Context: an optimization exercise on an open-source flow, tuned for small area. The choices shown serve that exercise and are no tape-out recipe.
The RTL was checked by simulation tests, not by an equivalence proof against the original design.
No activity file was given, so power comes from the tool's default toggle rates.

==> flow/design.v <==
module wbrf_wbit (input logic we, input logic we_n, input logic dp, input logic q,
                  output logic y);
  assign y = ~((we | q) & (we_n | dp));
endmodule
module wbrf_aoi222 (input logic a1, input logic a2, input logic b1, input logic b2,
                    input logic c1, input logic c2, output logic y);
  assign y = ~((a1 & a2) | (b1 & b2) | (c1 & c2));
endmodule
module wbrf_ao221 (input logic a1, input logic a2, input logic b1, input logic b2,
                   input logic c, output logic y);
  assign y = (a1 & a2) | (b1 & b2) | c;
endmodule
module wbrf_nand4 (input logic a, input logic b, input logic c, input logic d,
                   output logic y);
  assign y = ~(a & b & c & d);
endmodule
module wbrf_inv (input logic a, output logic y);
  assign y = ~a;
endmodule
module wbrf_nand2 (input logic a, input logic b, output logic y);
  assign y = ~(a & b);
endmodule
module wbrf_or4 (input logic a, input logic b, input logic c, input logic d, output logic y);
  assign y = a | b | c | d;
endmodule
module wbrf_and2 (input logic a, input logic b, output logic y);
  assign y = a & b;
endmodule
module wbrf_and3 (input logic a, input logic b, input logic c, output logic y);
  assign y = a & b & c;
endmodule
module wbrf_or2 (input logic a, input logic b, output logic y);
  assign y = a | b;
endmodule
module wbrf_a22o (input logic a1, input logic a2, input logic b1, input logic b2,
                  output logic y);
  assign y = (a1 & a2) | (b1 & b2);
endmodule
module wbrf_hit (input logic we, input logic [4:0] a, input logic [4:0] b, output logic y);
  assign y = we && a == b;
endmodule
module wbrf_xor2 (input logic a, input logic b, output logic y);
  assign y = a ^ b;
endmodule
module wbrf_or3 (input logic a, input logic b, input logic c, output logic y);
  assign y = a | b | c;
endmodule
module wbrf_rdbit #(parameter bit EXTRA = 1'b0) (
  input  logic [31:0] sel,
  input  logic [31:0] d,
  input  logic        extra,
  output logic        y
);
  logic [9:0] l;
  logic [2:0] g;
  logic       h;
  for (genvar k = 0; k < 10; k++) begin : g_aoi
    wbrf_aoi222 u (.a1(sel[3*k]), .a2(d[3*k]), .b1(sel[3*k+1]), .b2(d[3*k+1]),
                   .c1(sel[3*k+2]), .c2(d[3*k+2]), .y(l[k]));
  end
  wbrf_nand4 u_n0 (.a(l[0]), .b(l[1]), .c(l[2]), .d(l[3]), .y(g[0]));
  wbrf_nand4 u_n1 (.a(l[4]), .b(l[5]), .c(l[6]), .d(l[7]), .y(g[1]));
  wbrf_nand2 u_n2 (.a(l[8]), .b(l[9]), .y(g[2]));
  wbrf_ao221 u_a  (.a1(sel[30]), .a2(d[30]), .b1(sel[31]), .b2(d[31]), .c(g[2]), .y(h));
  if (EXTRA) begin : g_x
    wbrf_or4 u_o (.a(g[0]), .b(g[1]), .c(h), .d(extra), .y(y));
  end else begin : g_n
    wbrf_or3 u_o (.a(g[0]), .b(g[1]), .c(h), .y(y));
  end
endmodule
module wbrf_busyrd (input logic [3:0] lo, input logic [7:0] hi, input logic [31:1] busy,
                    output logic y);
  logic [7:0] l, m;
  logic [7:1] n;
  logic [1:0] h;
  logic       g;
  wbrf_aoi222 u_l0 (.a1(lo[1]), .a2(busy[1]), .b1(lo[2]), .b2(busy[2]), .c1(lo[3]), .c2(busy[3]),
                    .y(l[0]));
  wbrf_inv u_m0 (.a(l[0]), .y(m[0]));
  for (genvar k = 1; k < 8; k++) begin : g_k
    wbrf_aoi222 u_l (.a1(lo[0]), .a2(busy[4*k]), .b1(lo[1]), .b2(busy[4*k+1]),
                     .c1(lo[2]), .c2(busy[4*k+2]), .y(l[k]));
    wbrf_nand2 u_n (.a(lo[3]), .b(busy[4*k+3]), .y(n[k]));
    wbrf_nand2 u_m (.a(l[k]), .b(n[k]), .y(m[k]));
  end
  wbrf_aoi222 u_h0 (.a1(hi[0]), .a2(m[0]), .b1(hi[1]), .b2(m[1]), .c1(hi[2]), .c2(m[2]), .y(h[0]));
  wbrf_aoi222 u_h1 (.a1(hi[3]), .a2(m[3]), .b1(hi[4]), .b2(m[4]), .c1(hi[5]), .c2(m[5]), .y(h[1]));
  wbrf_nand2 u_g (.a(h[0]), .b(h[1]), .y(g));
  wbrf_ao221 u_y (.a1(hi[6]), .a2(m[6]), .b1(hi[7]), .b2(m[7]), .c(g), .y(y));
endmodule
module wbrf_rdport #(parameter logic [31:0] INIT = 32'h0) (
  input  logic [31:0]       sel,    
  input  logic              init,   
  input  logic              ph,
  input  logic [31:0]       wb_val,
  input  logic [31:1][31:0] regs,
  output logic [31:0]       y
);
  for (genvar b = 0; b < 32; b++) begin : g_bit
    logic [31:0] d;
    logic        yp;
    assign d[0] = wb_val[b];
    for (genvar i = 1; i < 32; i++) begin : g_d
      assign d[i] = regs[i][b];
    end
    wbrf_rdbit #(.EXTRA(INIT[b])) u (.sel(sel), .d(d), .extra(init), .y(yp));
    wbrf_xor2 u_x (.a(yp), .b(ph), .y(y[b]));
  end
endmodule
module wb_regfile #(
  parameter logic [31:0] SP_INIT = 32'h0001_0000
) (
  input  logic        clk_in,
  input  logic        rst_in,
  input  logic        rdy_in,
  input  logic [4:0]  wb_rd_addr,
  input  logic [31:0] wb_rd_val,
  input  logic [6:0]  wb_ins_type,
  input  logic        iss_valid,
  input  logic [4:0]  iss_rd_addr,
  input  logic [4:0]  rs1_addr,
  input  logic [4:0]  rs2_addr,
  output logic [31:0] rs1_val,
  output logic [31:0] rs2_val,
  output logic        rs1_busy,
  output logic        rs2_busy,
  output logic        stall_req
);
  logic [31:1][31:0] regs, regs_nxt;
  logic [31:1] valid, valid_nxt;
  logic [31:1] busy, busy_nxt;
  logic        op_we, wb_we, hit1, hit2, init1, init2, valid2_n;
  logic [3:0]  wlo, wlo_n, slo, rlo1, rlo2;
  logic [7:0]  whi_n;
  logic [7:0]  whi, shi, rhi1, rhi2;
  logic [31:1] wr, wr_n;
  logic [31:0] sel1, sel2;
  logic        phase, ph1, ph2;
  logic [31:0] wb_dp;
  assign op_we = wb_ins_type == 7'b0110111 || wb_ins_type == 7'b0010111 ||
                 wb_ins_type == 7'b1101111 || wb_ins_type == 7'b1100111 ||
                 wb_ins_type == 7'b0000011 || wb_ins_type == 7'b0010011 ||
                 wb_ins_type == 7'b0110011;
  assign wb_we = op_we && wb_rd_addr != 5'd0;
  wbrf_hit u_hit1 (.we(wb_we), .a(wb_rd_addr), .b(rs1_addr), .y(hit1));
  wbrf_hit u_hit2 (.we(wb_we), .a(wb_rd_addr), .b(rs2_addr), .y(hit2));
  always_comb begin
    for (int j = 0; j < 4; j++) begin
      wlo[j]  = wb_rd_addr[1:0] == 2'(j);
      wlo_n[j] = !wlo[j];
      slo[j]  = iss_rd_addr[1:0] == 2'(j);
      rlo1[j] = rs1_addr[1:0] == 2'(j) && !hit1;
      rlo2[j] = rs2_addr[1:0] == 2'(j) && !hit2;
    end
    for (int k = 0; k < 8; k++) begin
      whi[k]  = wb_rd_addr[4:2] == 3'(k) && rdy_in && op_we;
      whi_n[k] = !whi[k];
      shi[k]  = iss_rd_addr[4:2] == 3'(k) && rdy_in && iss_valid;
      rhi1[k] = rs1_addr[4:2] == 3'(k);
      rhi2[k] = rs2_addr[4:2] == 3'(k);
    end
  end
  assign sel1[0] = hit1;
  assign sel2[0] = hit2;
  for (genvar i = 1; i < 32; i++) begin : g_dec
    wbrf_and2  u_wr  (.a(wlo[i % 4]), .b(whi[i / 4]), .y(wr[i]));
    wbrf_or2   u_wrn (.a(wlo_n[i % 4]), .b(whi_n[i / 4]), .y(wr_n[i]));
    wbrf_and3  u_s1  (.a(rlo1[i % 4]), .b(rhi1[i / 4]), .c(valid[i]), .y(sel1[i]));
    wbrf_and3  u_s2  (.a(rlo2[i % 4]), .b(rhi2[i / 4]), .c(valid[i]), .y(sel2[i]));
    wbrf_a22o  u_bn  (.a1(busy[i]), .a2(wr_n[i]), .b1(slo[i % 4]), .b2(shi[i / 4]),
                      .y(busy_nxt[i]));
    wbrf_or2   u_vn  (.a(valid[i]), .b(wr[i]), .y(valid_nxt[i]));
  end
  assign valid2_n = !valid[2];
  wbrf_and3 u_i1 (.a(rlo1[2]), .b(rhi1[0]), .c(valid2_n), .y(init1));
  wbrf_and3 u_i2 (.a(rlo2[2]), .b(rhi2[0]), .c(valid2_n), .y(init2));
  assign ph1 = phase && |sel1[31:1];
  assign ph2 = phase && |sel2[31:1];
  wbrf_rdport #(.INIT(SP_INIT)) u_rd1 (.sel(sel1), .init(init1), .ph(ph1), .wb_val(wb_rd_val),
                                       .regs(regs), .y(rs1_val));
  wbrf_rdport #(.INIT(SP_INIT)) u_rd2 (.sel(sel2), .init(init2), .ph(ph2), .wb_val(wb_rd_val),
                                       .regs(regs), .y(rs2_val));
  wbrf_busyrd u_b1 (.lo(rlo1), .hi(rhi1), .busy(busy), .y(rs1_busy));
  wbrf_busyrd u_b2 (.lo(rlo2), .hi(rhi2), .busy(busy), .y(rs2_busy));
  assign stall_req = rs1_busy || rs2_busy;
  for (genvar b = 0; b < 32; b++) begin : g_dp
    wbrf_xor2 u (.a(wb_rd_val[b]), .b(phase), .y(wb_dp[b]));
  end
  for (genvar i = 1; i < 32; i++) begin : g_wr
    for (genvar b = 0; b < 32; b++) begin : g_b
      wbrf_wbit u (.we(wr[i]), .we_n(wr_n[i]), .dp(wb_dp[b]), .q(regs[i][b]),
                   .y(regs_nxt[i][b]));
    end
  end
  always_ff @(posedge clk_in) regs <= regs_nxt;
  always_ff @(posedge clk_in or posedge rst_in) begin
    if (rst_in) begin
      phase <= 1'b0;
      valid <= '0;
      busy <= '0;
    end else begin
      phase <= !phase;
      valid <= valid_nxt;
      busy <= busy_nxt;
    end
  end
endmodule
==> flow/flow/run.sh <==
#!/bin/bash
# Standard ORFS layout (the standard.sh) with two changes:
# - every input and output port still gets its own buffer, but a buf_1 instead of the
#   slow clkdlybuf4s50_1 that buffer_ports picks by default;
# - before global placement, weak drivers of high-fanout nets (the per-register decode
#   gates) are upsized to their _4 variant, which is smaller than the driver plus the
#   buffer the resizer would otherwise add.
set -euo pipefail
export BUFFER_PORTS_ARGS="-buffer_cell sky130_fd_sc_hd__buf_1"
export PRE_GLOBAL_PLACE_TCL="$PWD/flow/upsize_drivers.tcl"
bash standard.sh > standard.log 2>&1
==> flow/flow/upsize_drivers.tcl <==
# upsize weak drivers of high-fanout nets to their _4 variant, where that is smaller than
# the driver plus a buffer
set up_map {and2_1 and2_4 and2_0 and2_4 and3_1 and3_4 or2_1 or2_4 or2_0 or2_4 a21o_1 a21o_2}
set n 0
foreach inst [[ord::get_db_block] getInsts] {
  set m [[$inst getMaster] getName]
  if {![regexp {^sky130_fd_sc_hd__(.*)$} $m -> short]} continue
  if {![dict exists $up_map $short]} continue
  set fo 0
  foreach it [$inst getITerms] {
    if {[$it isOutputSignal] && [$it getNet] != "NULL"} { set fo [expr {[llength [[$it getNet] getITerms]] - 1}] }
  }
  if {$fo >= 16} {
    $inst swapMaster [[ord::get_db] findMaster sky130_fd_sc_hd__[dict get $up_map $short]]
    incr n
  }
}
puts "hook: upsized $n drivers"
==> flow/standard.sh <==
#!/bin/bash
# synth_recipe.tcl (not shown) runs the flow's synth.tcl, then flattens the netlist and writes it again
# the make line also repeats each setting of config.mk as NAME=value (left out here)
make -C /OpenROAD-flow-scripts/flow DESIGN_CONFIG=/design/flow/config.mk WORK_HOME=/design/flow/orfs CLKGATE_MAP_FILE= SYNTH_SCRIPT=/design/flow/synth_recipe.tcl "${@:-finish}"
==> flow/config.mk <==
export PLATFORM = sky130hd
export DESIGN_NAME = wb_regfile
export DESIGN_NICKNAME = wb_regfile
export VERILOG_FILES = /design/flow/design.v
export SDC_FILE = /design/flow/constraint.sdc
export NUM_CORES = 8
export LEC_CHECK = 0
export CAP_MARGIN = 20
export CORE_MARGIN = 2
export CORE_UTILIZATION = 45
export CTS_BUF_LIST = sky130_fd_sc_hd__clkbuf_8
export CTS_CLUSTER_DIAMETER = 100
export CTS_CLUSTER_SIZE = 15
export SLEW_MARGIN = 20
export SYNTH_HIERARCHICAL = 1
export SYNTH_MINIMUM_KEEP_SIZE = 0
==> flow/constraint.sdc <==
create_clock -name core_clock -period 8.0 [get_ports {clk_in}]
set_input_delay 1.6000 -clock core_clock [delete_from_list [all_inputs] [get_ports {clk_in}]]
set_output_delay 1.6000 -clock core_clock [all_outputs]
set_load 0.01 [all_outputs]
==> summary.txt <==
[routing by layer]
| layer | part of all wire [%] | routed length, um | GRT usage (%) |
|---|---|---|---|
| met3 | 16 | 31420 | 14.41 |
| met4 | 7.8 | 15110 | 26.42 |
| met5 | 0.030 | 59 | 0.3704 |
| met1 | 36 | 69980 | 53.63 |
| met2 | 40 | 78030 | 57.16 |
[Yosys cell counts]
cell type	instances
and4b_1	1
a22o_1	31
and2_1	32
nand2b_1	6
nand3_1	1
or4_4	1
a21oi_2	1
or4_1	9
or3b_2	1
nor4_1	24
nor2b_1	2
dfrtp_1	63
nor3b_1	10
a221o_1	66
xor2_1	104
or2_1	62
nand2_1	101
and3b_1	7
o21a_1	2
xnor2_1	2
dfxtp_1	992
or3_1	62
buf_6	1
a222oi_1	660
nand4_1	132
o22ai_1	992
or2_2	3
nor2_1	9
o21bai_1	1
inv_1	9
nand3b_1	1
nor3_1	10
and3_1	68
clkbuf_1	1
[per-module statistics from Yosys, one instance, submodules excluded, a selection]
module | area, um^2 | cells | copies in the design
wbrf_a22o | 8.758 | 1 | 31
wbrf_and2 | 6.256 | 1 | 31
wbrf_aoi222 | 10.01 | 1 | 660
wbrf_hit | 56.30 | 7 | 2
wbrf_inv | 3.754 | 1 | 2
wbrf_or2 | 6.256 | 1 | 62
wbrf_or4 | 7.507 | 1 | 2
[final timing paths]
check,cells after the start,start,end
max,13,wb_ins_type[4],rs2_val[23]
min,1,regs[703]$_DFF_P_,regs[703]$_DFF_P_
max reg2reg,4,phase$_DFF_PP0_,regs[357]$_DFF_P_
min reg2reg,1,regs[703]$_DFF_P_,regs[703]$_DFF_P_
max in group asynchronous,3,rst_in,phase$_DFF_PP0_
min in group asynchronous,3,rst_in,valid[11]$_DFF_PP0_
[kinds of logic after synthesis]
| logic type | Yosys count |
|---|---|
| flip-flops | 1055 |
| AND/OR/NAND/NOR | 542 |
| XOR/XNOR | 106 |
| buffers and inverters | 11 |
| AO/OA/AOI/OAI | 1753 |
[power by group through the flow]
| stage | clock network [mW] | logic (mW) | registers (mW) |
|---|---|---|---|
| floorplan | 0 | 0.331 | 5.72 |
| global placement | 0 | 0.513 | 5.75 |
| detailed placement | 0 | 0.523 | 5.76 |
| CTS | 2.74 | 0.523 | 5.64 |
| global route | 2.94 | 0.568 | 5.67 |
| finish | 2.76 | 0.542 | 5.65 |
[state kept, by name (all words and copies together) (netlist names)]
name   flops
valid     31
busy      31
regs     992
phase      1
[stage by stage]
stage | cells | instance area [um^2] | worst slack, ns | total power [mW] | util [%]
finish | 4913 | 43760 | 0.3166 | 8.946 | 50.44
global route | 4906 | 43740 | 0.2186 | 9.186 | 50.42
CTS | 4900 | 43700 | 0.4413 | 8.900 | 50.37
detailed placement | 4804 | 42470 | 0.4489 | 6.280 | 48.95
global placement | 4804 | 42470 | 0.4645 | 6.267 | 48.95
floorplan | 3467 | 39340 | 0.4463 | 6.046 | -
[layout make-up]
cell class / instances / area (um^2)
fill: 8042 / 43000
sequential: 1055 / 21440
multi-input combinational: 2401 / 18650
tap: 1155 / 1445
clock buffer: 86 / 1184
timing repair buffer: 185 / 924.6
clock inverter: 10 / 48.80
inverter: 9 / 33.78
antenna: 12 / 30.03
[critical path: stages]
cell and delay, ns:
buf_1 0.09, o21bai_1 0.17, a21oi_2 0.65, nor3_1 0.19
and3_4 0.38, nor3b_2 0.81, and3_4 0.76, nor4_1 0.12
nand4_1 0.14, o21a_2 0.31, buf_4 0.38, xor2_1 0.21
buf_1 0.17
==> summary.txt <==
setup bufs post-CTS 0; largest family of logic cells by synthesized area compound AO/OA/AOI/OAI gates; Synth area leader dfxtp_1; routed via count 41,489; Hold-fix buffers, CTS 0; GRT overflow 0; mapped cell area 0.03934 mm^2; drt wl/cell 39.61 um; Post-Synth Adder-Cell Area 0%; gr usage total 41.00%; FMAX 130.2 MHz; RSZ-0062 raised after global routing false; Vias/cell 8.445; Switch Pwr 2.278 mW; Crit. End Element output pin; Final Max Tran Viols 0; Arrival @ worst endpoint 6.08 ns; DRT Wirelength 194,600 um; final setup TNS 0 ns; routability congestion estimate from global placement 0.9305; Worst setup SP type primary input; worst skew pair latency 0.75 ns; Tightest Hold Check Type flip-flop to flip-flop; nets 3,795; detailed-placement wirelength estimate 106,700 um; Synth Area in Simple Gates 8.020%; Horiz. Die Dim 299.7 um; clk root buf clkbuf_8; initial antenna violation count 13; worst rel slew slack 25.31%; Clk pwr share 30.8%; multiplexer share of the synthesized area 0%; Synth Area in Compound Gates 35.01%; number of setup violations in the final report 0; critical path type primary input to output pin; Hold WS 0.4870 ns; commonest cells after routing, fill and taps aside o22ai_1 (992), dfxtp_1 (992), a222oi_1 (660), nand4_1 (132), buf_1 (129); Synth Instances 3,467; sequential area share after synthesis 54.48%; drt first pass iters 22; core area 0.08675 mm^2; leakage power 15.72 nW; pin count of the biggest net entering global routing 64; CTS tree built; sequential power share 63.1%; first-pass GRT wire length 270,600 um; Yosys warning total 7; Switching Share 25.46%; Synth Area in XOR/XNOR 2.360%; Residual DRC 0; initial drt markers 11,196; Die ar. 0.08981 mm^2; Gate power share 6.1%; Area Growth Syn to Fin 11.22%; Final Cycle Share 96.04%; number of port buffers 129; Synth cell types 34; Clock Tree Buf Depth 3; Max H-tree Level 3; worst-margin pin slew 1.119 ns; Worst Skew 0.02593 ns; area share of the leading cell type in the synthesized netlist 50.48%; std cell rows 108; final critical-path required period 7.683 ns; CP required 6.40 ns; CTS Buf Count 80; post_cts resized 0; CP Max Fanout 36; Peak supply drop 0.0001187 V; P_int 6.669 mW; remaining antenna violation count 0; Starting Density 45.35%; number of global-route vias before repair 37,912; num ports 130; post-synthesis area per instance 11.35 um^2; setup slack, reg-to-reg 5.42 ns; synth top area cells dfxtp_1 (50%), a222oi_1 (17%), o22ai_1 (16%), dfrtp_1 (4.0%), xor2_1 (2.3%); ratio of cells with drive above 1 in the final layout 8.516%; clock sinks 1,055; Syn Nets 3,530; # Max-Cap Violations 0; status no timing/DRC/antenna violations; Seq cells post-synth 1,055; die height 299.7 um; final hold viol count 0; pwr dens 204.5 mW/mm^2; clock-pin transition on the worst setup and hold timing paths 0.10 ns

separate check: timing with driven ports:
In the flow no input, the clock included, has a driving cell. The finished layout below was timed again as built, in two steps. Step 1 sets driving cells, clkbuf_16 on the clock port and buf_2 on the other inputs (assumed; they add their load-dependent delay and slew). Step 2, shift: input delay + t, output delay - t, t = (earliest + latest rising clock arrival at the registers) / 2. This alone moves slack from input paths to output paths. a / b / c = ideal ports / drivers / drivers and shift; a / b = the first two.
t (ns): 0.813
slack for setup (ns): 0.317 / 0.295 / 0.295
hold WS [ns]: 0.487 / 0.487 / 0.487
worst setup path at the end: input to output
worst slew at a driven data input, ns: 0.10
After both steps setup and hold are still met in this run. The setup slack of this run moves by -0.022 ns with the drivers and by -0.022 ns with both steps.
